From an optimization exercise on the open Yosys and OpenROAD flow, aimed at small area, a short achievable clock period and few clock cycles per item; shortcuts taken in it are not production practice. The RTL was checked by simulation tests, not by an equivalence proof against the original design. Power figures rest on the tool's default switching activity, not on a simulated workload.

## nickel
// dmem_responder
module dmem_responder #(
  parameter int DATA_W     = 32,
  parameter int DM_ADDRESS = 9,
  parameter int MEM_LAT    = 2
) (
  input  logic                  clk,
  input  logic                  reset,
  input  logic                  req_valid,
  output logic                  req_ready,
  input  logic                  req_we,
  input  logic [2:0]            req_funct3,
  input  logic [DM_ADDRESS-1:0] req_addr,
  input  logic [DATA_W-1:0]     req_wdata,
  output logic                  rsp_valid,
  input  logic                  rsp_ready,
  output logic [DATA_W-1:0]     rsp_rdata,
  output logic                  rsp_err
);
  localparam int WAW = DM_ADDRESS - 2;        
  localparam int NW  = 2**WAW;                
  localparam int HW  = WAW / 2;               
  localparam int LW  = WAW - HW;              
  localparam int NH  = 2**HW;
  localparam int NL  = 2**LW;
  localparam int NS  = 2;                  
  localparam int GS  = NH / NS;             
  logic a_en;
  logic            r_byte, r_half, r_word, r_illegal, r_wr;
  logic [1:0]      r_off;
  logic [3:0]      r_lwe;
  logic [3:0][7:0] r_wd;
  logic [NH-1:0]   r_hi;
  logic [NL-1:0]   r_lo;
  logic [NS-1:0][NL-1:0] r_los;
  always_comb begin
    r_byte    = (req_funct3[1:0] == 2'b00);
    r_half    = (req_funct3[1:0] == 2'b01);
    r_word    = (req_funct3 == 3'b010);
    r_illegal = !(r_byte || r_half || r_word);
  ...
Size in the first run: about 4300 flip-flops, roughly 84 I/O pins, ~0.16 mm2 of cells after synthesis.
export LEC_CHECK = 0
export CAP_MARGIN = 20
export CORE_MARGIN = 2
export CORE_UTILIZATION = 50
export CTS_CLUSTER_DIAMETER = 150
export CTS_CLUSTER_SIZE = 30
export PLACE_DENSITY = 0.6
export SETUP_SLACK_MARGIN = 5
export SLEW_MARGIN = 20
create_clock -name core_clock -period 8.0 [get_ports {clk}]
run.sh (not shown) runs the stock make flow with config.mk's settings and CLKGATE_MAP_FILE= SYNTH_SCRIPT=/design/flow/synth_recipe.tcl, a recipe that flattens the netlist after the stock synthesis.
Testbench counts of nickel, summed over its fixed seeds: cycles 12,024, items 12,000.
[inputs] ember vs nickel
Settings: CORE_UTILIZATION: 50 -> 55; CTS_CLUSTER_SIZE: 30 -> 25; CTS_CLUSTER_DIAMETER: 150 -> 100; PLACE_DENSITY: 0.6 -> 0.65.
### Flow results
- ember reached the end of the flow, and the finished layout is clean on the timing, DRC and antenna checks.
- Against nickel, post-place instance area in ember fell slightly.
- Taking nickel as the reference point, the wire length reported by the detailed router of ember falls by 11000 um.
- ember gives less relative contribution of sequential cells to total power than nickel did.
- Summary of the comparison: fill cell total of the finished layout is lower in ember, relative to nickel.
What indigo does differently from ember at the input level:
Settings: CTS_CLUSTER_SIZE changed from 25 to 30; CTS_CLUSTER_DIAMETER changed from 100 to 150.
==> flow/flow/run.sh (new file) <==
#!/bin/bash
# Standard layout, with TritonCTS told to space clock buffers further
# apart (fewer, longer clock-tree segments and a lower insertion delay).
set -e
export CTS_BUF_DISTANCE=200
bash standard.sh > standard.log 2>&1
==> flow/standard.sh (new file) <==
#!/bin/bash
# synth_recipe.tcl (not shown) runs the flow's synth.tcl, then flattens the netlist and writes it again
# the make line also repeats each setting of config.mk as NAME=value (left out here)
make -C /OpenROAD-flow-scripts/flow DESIGN_CONFIG=/design/flow/config.mk WORK_HOME=/design/flow/orfs CLKGATE_MAP_FILE= SYNTH_SCRIPT=/design/flow/synth_recipe.tcl "${@:-finish}"
removed: flow/run.sh
### Flow results
On fraction of standard cell area in multi-input logic, ember and indigo are neck and neck.
Between ember and indigo, the worst setup slack after layout is higher for indigo.
Higher final standard cell area without fillers goes to ember over indigo.
Comparing ember against indigo, there is no change at all in synthesized area.
On power in sequential cells, ember and indigo are neck and neck.
Delta (indigo minus ember): total track usage roughly the same, number of inserted filler cells in the final layout roughly the same, detailed-route wire length per cell roughly the same.
The critical path startpoint comes out rsp_rdata[22] in one run and rsp_rdata[30] in the other, namely in indigo and ember respectively.
Taking ember as the reference, in indigo global-route wire length before repair stayed essentially flat; period utilization fell by 0.59 points.
Setup changes, indigo to garnet
==> flow/run.sh (new file) <==
#!/bin/bash
# synth_recipe.tcl (not shown) runs the flow's synth.tcl, then flattens the netlist and writes it again
# the make line also repeats each setting of config.mk as NAME=value (left out here)
make -C /OpenROAD-flow-scripts/flow DESIGN_CONFIG=/design/flow/config.mk WORK_HOME=/design/flow/orfs CLKGATE_MAP_FILE= SYNTH_SCRIPT=/design/flow/synth_recipe.tcl finish
removed: flow/flow/run.sh
removed: flow/standard.sh
==> notes.md <==
Compared indigo against garnet; wire length of the first global-routing pass within noise. Status: wire length parity (indigo, garnet). For number of non-filler instances in the completed layout, garnet and indigo come out practically identical. Final area delta (indigo -> garnet): insignificant. The hold slack was comparable across garnet and indigo. Re multi-input combinational cell count: no difference whatsoever between garnet and indigo. When garnet is set beside indigo, its post-route clock period utilization turns out to be 0.47 points larger. For fraction of area in registers, garnet and indigo come out practically identical. Between indigo and garnet, the internal power consumption does not differ in any meaningful way.

port drivers added, routing unchanged:
No port has a modelled driver above. Below, the same layouts with a new extraction and two added sets of constraints.
Step 1 sets driving cells, clkbuf_16 on the clock port and buf_2 on the other inputs (assumed; they add their load-dependent delay and slew).
Step 2 times the ports against the registers' clock, not the clock port: input delays grow and output delays shrink by t, the midpoint of the rising clock arrivals with the driver on.
a / b / c = ideal / step 1 / step 2; a / b = the first two.
| run | shift t [ns] | setup WS [ns] | slew at the worst register clock pin (ns) | worst slew at a driven data input, ns | pins driven straight from the clock port |
|---|---|---|---|---|---|
| nickel | 0.970 | 4.923 / 4.829 / 4.404 | 0.12 / 0.12 | 0.09 | 1 |
| ember | 0.977 | 4.858 / 4.768 / 4.374 | 0.10 / 0.10 | 0.11 | 1 |
| indigo | 0.936 | 4.906 / 4.809 / 4.386 | 0.12 / 0.12 | 0.13 | 1 |
| garnet | 0.971 | 4.868 / 4.771 / 4.386 | 0.12 / 0.12 | 0.13 | 1 |
After both steps every run listed still meets setup and hold. For indigo, which loses most, drivers alone change the setup slack by -0.097 ns; drivers and shift together by -0.520 ns.
